Source: an optimization exercise on an open RTL-to-GDS flow (aim: small area and a short achievable clock period). Production flows keep margins and buffers that such runs may drop. In this exercise RTL edits were held to simulation tests only and were not proved equivalent to the original. Power and IR drop assume default switching activity.

run 1:
// accum_bank
module accum_bank
#(
  parameter int COLS     = accum_bank_pkg::sys_cols,
  parameter int IN_W     = accum_bank_pkg::P_BITWIDTH,
  parameter int ACC_W    = 32,
  parameter int DEPTH    = 16,
  parameter bit SATURATE = 1'b1,
  localparam int ROW_W   = $clog2(DEPTH)
) (
  input  logic                  clk,
  input  logic                  rst,
  input  logic                  i_valid,
  input  logic                  i_first,
  input  logic                  i_last,
  input  logic [COLS*IN_W-1:0]  i_data,
  output logic [COLS-1:0]       o_valid,
  output logic [COLS*ROW_W-1:0] o_row,
  output logic [COLS*ACC_W-1:0] o_data,
  output logic [COLS-1:0]       o_ovf,
  output logic                  o_tile_done
);
  logic [COLS:0]  v_s, e_s, f_s;
  logic [ROW_W-1:0] r_s [COLS+1];
  logic [ROW_W-1:0] row_q;
  logic             done_q;
  always_ff @(posedge clk or posedge rst) begin
    if (rst) row_q <= '0;
    else if (i_valid) row_q <= row_q + 1'b1;
  end
  assign v_s[0] = i_valid;
  assign e_s[0] = i_valid & i_last;
  ...
export LEC_CHECK = 0
export ABC_AREA = 1
export CAP_MARGIN = 20
export CORE_MARGIN = 2
export CORE_UTILIZATION = 55
export CTS_CLUSTER_DIAMETER = 150
export CTS_CLUSTER_SIZE = 25
export SETUP_SLACK_MARGIN = 4.5
export SLEW_MARGIN = 20
create_clock -name core_clock -period 7.5 [get_ports {clk}]
standard.sh (not shown) runs the stock make flow with config.mk's settings and CLKGATE_MAP_FILE= SYNTH_SCRIPT=/design/flow/synth_recipe.tcl, a recipe that flattens the netlist after the stock synthesis.
==> flow/flow/run.sh <==
#!/bin/bash
# Standard ORFS layout, with plain buf_2 port buffers and clock-tree sink
# clustering of up to 25 sinks without dummy loads.
set -euo pipefail
export BUFFER_PORTS_ARGS="-buffer_cell sky130_fd_sc_hd__buf_2"
export CTS_ARGS="-sink_clustering_enable -repair_clock_nets -sink_clustering_size 25 -sink_clustering_max_diameter 150 -dont_use_dummy_load"
bash standard.sh > standard.log 2>&1
Relative to run 1, the following input files were edited for run 2:
Settings: SETUP_SLACK_MARGIN now 4.2, was 4.5.
### Flow results
Across both runs, largest driver fanout on the critical path was higher for run 2 than for run 1. | clock transition at the registers of the reported paths | run 2 vs run 1 | 0.02 ns lower |. Compared run 2 vs run 1, and via count of the first global-routing pass is down in run 2. Compared with run 1, in run 2 tightest slew margin relative to the limit went up; count of plain and timing-repair buffers went down. Run 2 falls short of run 1 in clock period minus worst slack. Run 2 has buffers inserted during post-CTS setup optimization below what run 1 had.
Input changes introduced in run 3 (baseline for comparison: run 2):
Settings: swapping 4.2 for 4.8 in SETUP_SLACK_MARGIN.
Findings:
Run 2 → run 3: slack of the critical path moved up; core utilization went up.
Minimum period implied by the final worst setup slack: lower on run 3
Run 2 → run 3: sequential share of layout area decreased 4.3 points; layout overhead on the synthesized area went up 6.1 points.
The following lists how run 4 was set up differently from run 3:
Settings: changing SETUP_SLACK_MARGIN from 4.8 to 4.5; changing CORE_UTILIZATION from 55 to 65.
Status: clock tree buffer count of the final layout parity (run 3, run 4)
First-pass GRT wire length improves in run 4 relative to run 3.
Run 3 → run 4: total power consumption of the routed design now sits lower, total wire length after detailed routing now sits lower.
Looking at total setup buffers inserted after CTS across run 4 and run 3, the one that comes out lower is run 4.
| diode insertion count for antenna repair | run 4 vs run 3 | 3 higher |
The xor/xnor share of the synthesized area on run 3 is in line with that on run 4.
More vias were needed by run 3 than by run 4.
Run 4 reports its endpoint of the worst setup timing path as o_data[47] while run 3 reports o_data[108].

========
## red
accum_bank, a different RTL version from the one above (not shown whole).
Size: about 3,300 cells after synthesis, ~2,100 flip-flops, roughly 220 I/O pins, ~0.072 mm² of cells after synthesis.
Design accum_bank, start of the top module:
module accum_bank
#(
  parameter int COLS     = accum_bank_pkg::sys_cols,
  parameter int IN_W     = accum_bank_pkg::P_BITWIDTH,
  parameter int ACC_W    = 32,
  parameter int DEPTH    = 16,
  parameter bit SATURATE = 1'b1,
  localparam int ROW_W   = $clog2(DEPTH)
) (
  input  logic                  clk,
  input  logic                  rst,
  input  logic                  i_valid,
  input  logic                  i_first,
  input  logic                  i_last,
  input  logic [COLS*IN_W-1:0]  i_data,
  output logic [COLS-1:0]       o_valid,
  output logic [COLS*ROW_W-1:0] o_row,
  output logic [COLS*ACC_W-1:0] o_data,
  output logic [COLS-1:0]       o_ovf,
  output logic                  o_tile_done
);
make LEC_CHECK=0 CAP_MARGIN=20 CORE_MARGIN=2 CORE_UTILIZATION=40 SETUP_SLACK_MARGIN=4.5 SLEW_MARGIN=20 finish   # period 7.5 ns
run.sh (not shown) runs the stock make flow with config.mk's settings and CLKGATE_MAP_FILE= SYNTH_SCRIPT=/design/flow/synth_recipe.tcl, a recipe that flattens the netlist after the stock synthesis.
Stock flow here: none of the scripts above is used.
red finished every step from synthesis to the final layout, and the layout passed the timing, DRC and antenna checks.
Setup changes, red to blue
Settings: putting CTS_CLUSTER_DIAMETER at 150 where nothing was set; putting CTS_CLUSTER_SIZE at 25 where nothing was set; swapping 4.5 for 4.2 in SETUP_SLACK_MARGIN; swapping 40 for 55 in CORE_UTILIZATION.
==> flow/flow/run.sh (new file) <==
#!/bin/bash
# Standard ORFS layout, with plain buf_2 port buffers and clock-tree sink
# clustering of up to 25 sinks without dummy loads.
set -euo pipefail
export BUFFER_PORTS_ARGS="-buffer_cell sky130_fd_sc_hd__buf_2"
export CTS_ARGS="-sink_clustering_enable -repair_clock_nets -sink_clustering_size 25 -sink_clustering_max_diameter 150 -dont_use_dummy_load"
bash standard.sh > standard.log 2>&1
==> flow/standard.sh (new file) <==
#!/bin/bash
# synth_recipe.tcl (not shown) runs the flow's synth.tcl, then flattens the netlist and writes it again
# the make line also repeats each setting of config.mk as NAME=value (left out here)
make -C /OpenROAD-flow-scripts/flow DESIGN_CONFIG=/design/flow/config.mk WORK_HOME=/design/flow/orfs CLKGATE_MAP_FILE= SYNTH_SCRIPT=/design/flow/synth_recipe.tcl "${@:-finish}"
removed: flow/run.sh
==> comparison <==
Comparing blue and red, via count is higher on red. The combinational power reported for blue is smaller than that of red by about 17%. Re total net switching power: blue and red aren't equal, and the lower value belongs to blue. Compared with red, blue shows a higher proportion of cell area occupied by registers. Clock transition at the registers of the reported paths, blue and red: higher on blue. Going from red to blue, quantity of gates resized following cts shrinks by about 90%. The via count of the first global-routing pass in blue sits 1,581 below the value recorded for red. Reported for blue and red, synthesized area turned out identical to the last digit. When blue is measured against red, its wire length of the first global-routing pass turns out 3.7% lower. blue — final hold slack 0.011 ns higher, red as reference. Of the two values seen for startpoint of the most critical setup path, i_data[16] was produced by blue and i_data[0] by red. Maximum level of the CTS H-tree in blue is 1 below red.
For green, these inputs were changed with respect to blue:
Settings: changing CORE_UTILIZATION from 55 to 40; changing SETUP_SLACK_MARGIN from 4.2 to 4.5.
==> flow/run.sh (new file) <==
#!/bin/bash
# synth_recipe.tcl (not shown) runs the flow's synth.tcl, then flattens the netlist and writes it again
# the make line also repeats each setting of config.mk as NAME=value (left out here)
make -C /OpenROAD-flow-scripts/flow DESIGN_CONFIG=/design/flow/config.mk WORK_HOME=/design/flow/orfs CLKGATE_MAP_FILE= SYNTH_SCRIPT=/design/flow/synth_recipe.tcl finish
removed: flow/flow/run.sh
removed: flow/standard.sh
Notes after the runs:
Wire length of green exceeds that of blue slightly.
Number of clock-tree buffers in the layout of green exceeds that of blue by more than a quarter.
Of green and blue, the run reporting the lower combinational power was blue.
The stage delay of the slowest cell on the critical path in green sits 0.07 ns above the value recorded for blue.
green has required time of the worst setup path above what blue had.
When green is set beside blue, its part of the power in combinational logic turns out to be 1.1 points larger.
Compared with blue, green shows a clock period minus final worst setup slack that is 0.0062 ns higher.
When the final numbers for green and blue were put side by side, the global-route track usage on met3 turned out to be greater in blue.
The final reports for green and blue show routed length per placed instance lower in the former.
> inputs changed (green -> orange)
Settings: a change of CORE_UTILIZATION from 40 to 55.
--- outcome ---
orange ended with less headroom to the max-slew limit than green.
orange: wire length on met3 higher than green
Where hold slack is concerned, green is outperformed by orange.
Taking green as the reference, in orange via count climbed 308, buffers inserted during post-CTS setup optimization dropped 5.6%, non-clock buffer count dropped about 3%.
Total power divided by cell area up about 1.1% in orange wrt green
On global-route wire length before repair, orange does worse than green.
When orange is set beside green, its die extent in y turns out to be 62 µm smaller.
Portion of the post-synthesis area used by sequential elements came out exactly the same in orange and green.
Modified inputs, purple compared to orange
Settings: SETUP_SLACK_MARGIN now 4.2, was 4.5.
Notes after the runs:
Between orange and purple, the difference in portion of total power attributed to the clock network is negligible. On clock distribution area overhead in the final layout, purple tracks orange almost exactly. Cmp orange and purple / via count / lower: purple. As of purple, wire length on met3 had fallen by a few percent compared to orange. Compared with orange, purple shows a lower proportion of final cell area spent on non-clock buffers. For worst hold slack, purple and orange come out practically identical. purple vs orange, post-cts gate resize count went down by about 60%.

========
v16:
The RTL this note starts from:
==> flow/design.v <==
package accum_bank_pkg;
  localparam int sys_cols   = 4;
  localparam int P_BITWIDTH = 16;
endpackage
module accum_column
#(
  parameter int IN_W  = accum_bank_pkg::P_BITWIDTH,
  parameter int ACC_W = 32,
  parameter int DEPTH = 16
) (
  input  logic             clk,
  input  logic             valid_i,
  input  logic             first_i,
  input  logic [IN_W-1:0]  data_i,
  output logic [ACC_W-1:0] data_o,
  output logic             ovf_o
);
  localparam int HI_W = ACC_W - IN_W;
  localparam int LV   = $clog2(IN_W);
  logic [ACC_W:0] body_q [DEPTH-1];
  logic [ACC_W:0] tail_q;
  logic [ACC_W:0] head_s;
  logic [IN_W-1:0] a_lo_s, s_lo_s, res_lo_s;
  logic            c_lo_s, sx_s;
  logic [HI_W-1:0] a_hi_s, inc_s, dec_s, up_s, dn_s, res_hi_s;
  logic [HI_W-1:0] all1_s, all0_s;
  logic            is_max_s, is_min_s, ovf_s, flag_s;
  assign head_s = body_q[0];
  assign a_hi_s = head_s[ACC_W-1:IN_W];
  assign a_lo_s = head_s[IN_W-1:0];
  assign sx_s   = data_i[IN_W-1];
  assign {c_lo_s, s_lo_s} = {1'b0, a_lo_s} + {1'b0, data_i};
  for (genvar i = 0; i < HI_W; i++) begin : g_hi
    assign all1_s[i] = &a_hi_s[i:0];
    assign all0_s[i] = ~|a_hi_s[i:0];
  end
  assign inc_s    = a_hi_s ^ {all1_s[HI_W-2:0], 1'b1};
  assign dec_s    = a_hi_s ^ {all0_s[HI_W-2:0], 1'b1};
  assign is_max_s = ~a_hi_s[HI_W-1] & all1_s[HI_W-2];
  assign is_min_s =  a_hi_s[HI_W-1] & all0_s[HI_W-2];
  assign up_s     = is_max_s ? a_hi_s : inc_s;
  assign dn_s     = is_min_s ? a_hi_s : dec_s;
  always_comb begin
    ovf_s = sx_s ? (~c_lo_s & is_min_s) : (c_lo_s & is_max_s);
    if (first_i) begin
      res_hi_s = {HI_W{sx_s}};
      res_lo_s = data_i;
    end else begin
      if (c_lo_s) res_hi_s = sx_s ? a_hi_s : up_s;
      else        res_hi_s = sx_s ? dn_s : a_hi_s;
      res_lo_s = ovf_s ? {IN_W{~sx_s}} : s_lo_s;
    end
    flag_s = ~first_i & (head_s[ACC_W] | ovf_s);
  end
  always_ff @(posedge clk) begin
    if (valid_i) begin
      tail_q <= {flag_s, res_hi_s, res_lo_s};
      body_q[DEPTH-2] <= tail_q;
      for (int i = 0; i < DEPTH-2; i++) body_q[i] <= body_q[i+1];
    end
  end
  assign data_o = tail_q[ACC_W-1:0];
  assign ovf_o  = tail_q[ACC_W];
endmodule
module accum_bank
#(
  parameter int COLS     = accum_bank_pkg::sys_cols,
  parameter int IN_W     = accum_bank_pkg::P_BITWIDTH,
  parameter int ACC_W    = 32,
  parameter int DEPTH    = 16,
  parameter bit SATURATE = 1'b1,
  localparam int ROW_W   = $clog2(DEPTH)
) (
  input  logic                  clk,
  input  logic                  rst,
  input  logic                  i_valid,
  input  logic                  i_first,
  input  logic                  i_last,
  input  logic [COLS*IN_W-1:0]  i_data,
  output logic [COLS-1:0]       o_valid,
  output logic [COLS*ROW_W-1:0] o_row,
  output logic [COLS*ACC_W-1:0] o_data,
  output logic [COLS-1:0]       o_ovf,
  output logic                  o_tile_done
);
  logic [COLS:0]  v_s, e_s, f_s;
  logic [ROW_W-1:0] r_s [COLS+1];
  logic [ROW_W-1:0] row_q;
  logic             done_q;
  always_ff @(posedge clk or posedge rst) begin
    if (rst) row_q <= '0;
    else if (i_valid) row_q <= row_q + 1'b1;
  end
  assign v_s[0] = i_valid;
  assign e_s[0] = i_valid & i_last;
  assign f_s[0] = i_first;
  assign r_s[0] = row_q;
  for (genvar s = 1; s <= COLS; s++) begin : g_stage
    always_ff @(posedge clk or posedge rst) begin
      if (rst) begin
        v_s[s] <= 1'b0;
        e_s[s] <= 1'b0;
      end else begin
        v_s[s] <= v_s[s-1];
        e_s[s] <= e_s[s-1];
      end
    end
    always_ff @(posedge clk) begin
      f_s[s] <= f_s[s-1];
      r_s[s] <= r_s[s-1];
    end
  end
  always_ff @(posedge clk or posedge rst) begin
    if (rst) done_q <= 1'b0;
    else     done_q <= e_s[COLS-1] & (r_s[COLS-1] == ROW_W'(DEPTH-1));
  end
  assign o_tile_done = done_q;
  for (genvar c = 0; c < COLS; c++) begin : g_lane
    accum_column #(
      .IN_W (IN_W),
      .ACC_W(ACC_W),
      .DEPTH(DEPTH)
    ) u_col (
      .clk    (clk),
      .valid_i(v_s[c]),
      .first_i(f_s[c]),
      .data_i (i_data[c*IN_W +: IN_W]),
      .data_o (o_data[c*ACC_W +: ACC_W]),
      .ovf_o  (o_ovf[c])
    );
    assign o_valid[c]             = e_s[c+1];
    assign o_row[c*ROW_W +: ROW_W] = r_s[c+1];
  end
endmodule
clock: 7.5 ns
lec_check: 0
cap_margin: 20
core_margin: 2
core_utilization: 65
cts_cluster_diameter: 150
cts_cluster_size: 25
setup_slack_margin: 4.2
slew_margin: 20
Stock flow here: none of the scripts above is used.
The inputs of v24 differ from those of v16 as listed below.
Settings: ABC_AREA now 1, previously not set; CORE_UTILIZATION now 55, was 65.
Results
- Taking v16 as the reference point, the total number of tap cells of v24 rises by 292.
- Count of cell types in the netlist shrinks by more than a quarter when moving from v16 to v24.
- Number of buffers inserted by post-CTS setup repair of v24 falls short of that of v16 by more than a quarter.
- v16 and v24 ended up with roughly the same relative contribution of combinational cells to total power.
- Depth of the worst register-to-register path ended up 1 higher on v24 than on v16.
- v16 has a lower floorplan die area than v24.
- Changes observed in v24 relative to v16: post-detailed-routing wire length dropped 2.0%, worst IR drop on VDD now sits lower, synthesized cell count rose by about 25%, post-route standard cell area excluding fillers now sits higher, via count shows an increase of 7.4%.
For v57, these inputs were changed with respect to v24:
Settings: swapping 4.2 for 3.8 in SETUP_SLACK_MARGIN; clearing ABC_AREA, which used to be 1.
Results
- The count of vias placed by the detailed router reported for v57 is smaller than that of v24 by about 9%.
- Going from v24 to v57, fraction of the mapped netlist area in simple logic gates shrinks by 4.4 points.
- In v57, the register-to-register setup slack came out 0.57 ns below the value in v24.
- Changes observed in v57 relative to v24: count of clock-buffer cells in the layout now larger, via count of the first global-routing pass saw a decrease.
- Delta (v57 minus v24): global routing met1 resource utilization increased 0.87 points; area growth from synthesis to layout up 1.2 points; total met3 wirelength after detailed routing higher; worst setup slack decreased by 0.49 ns relative to the old numbers.
- Changes observed in v57 relative to v24: total net switching power saw a decrease; total number of tap cells shrank by about 1.5%.

========
accum_bank with an RTL version that a note above also has.
Size in the first run: ~2,100 flip-flops, roughly 73,000 um2 of cells after synthesis.
clock: 7.5 ns
lec_check: 0
abc_area: 1
cap_margin: 20
core_margin: 2
core_utilization: 55
cts_cluster_diameter: 150
cts_cluster_size: 25
setup_slack_margin: 4.5
slew_margin: 20
Change:
--- a/flow/config.mk
+++ b/flow/config.mk
@@ -12,4 +12,4 @@
 export CTS_CLUSTER_DIAMETER = 150
 export CTS_CLUSTER_SIZE = 25
-export SETUP_SLACK_MARGIN = 4.5
+export SETUP_SLACK_MARGIN = 4.2
 export SLEW_MARGIN = 20
Effect: First-iteration DRC count went up by 2.7%; final area is lower by 0.98%; total power hardly moves; area after synthesis does not change; global-route usage fell by 0.28 points; setup slack loses 250 ps; via count went down by about 0.6%.

re-timing with driven ports:
The results above use ideal ports. As a check the final layouts listed here were re-extracted and re-timed, cells and wires unchanged.
Step 1 (the two cells are an assumption about what drives the block):
set clk [get_ports {clk}]
set_driving_cell -lib_cell sky130_fd_sc_hd__clkbuf_16 $clk
set_driving_cell -lib_cell sky130_fd_sc_hd__buf_2 [delete_from_list [all_inputs] $clk]
Step 2 moves the port delays by t, midway between the first and last clock arrival at a register: inputs arrive t later, outputs are due t later. That takes back most of the time a late clock gives input paths.
a / b / c = ideal ports / drivers / drivers and shift; a / b = the first two.
run	t, ns	slack for setup (ns)	worst register clock-pin slew, ns	pins driven straight from the clock port
run 1	0.768	4.522 / 4.451 / 3.829	0.11 / 0.11	1
run 2	0.767	4.362 / 4.290 / 3.641	0.11 / 0.11	1
run 3	0.768	4.521 / 4.450 / 3.819	0.11 / 0.11	1
run 4	0.743	4.563 / 4.494 / 3.803	0.11 / 0.11	1
red	0.903	4.167 / 4.200 / 3.297	0.07 / 0.07	1
blue	0.764	4.027 / 4.045 / 3.281	0.11 / 0.11	1
green	0.814	4.021 / 4.035 / 3.221	0.11 / 0.11	1
orange	0.788	4.061 / 4.078 / 3.291	0.11 / 0.11	1
purple	0.788	4.091 / 4.126 / 3.339	0.11 / 0.11	1
v16	0.774	4.000 / 4.029 / 3.255	0.11 / 0.11	1
v24	0.776	4.258 / 4.185 / 3.521	0.12 / 0.12	1
v57	0.787	3.770 / 3.820 / 3.033	0.11 / 0.11	1
the first run of note 4	0.778	4.519 / 4.480 / 3.793	0.11 / 0.11	1
the second run of note 4	0.776	4.265 / 4.193 / 3.538	0.11 / 0.11	1
After both steps setup and hold are still met in every run listed. The setup slack of red, which loses most, moves by +0.033 ns with the drivers and by -0.870 ns with both steps.
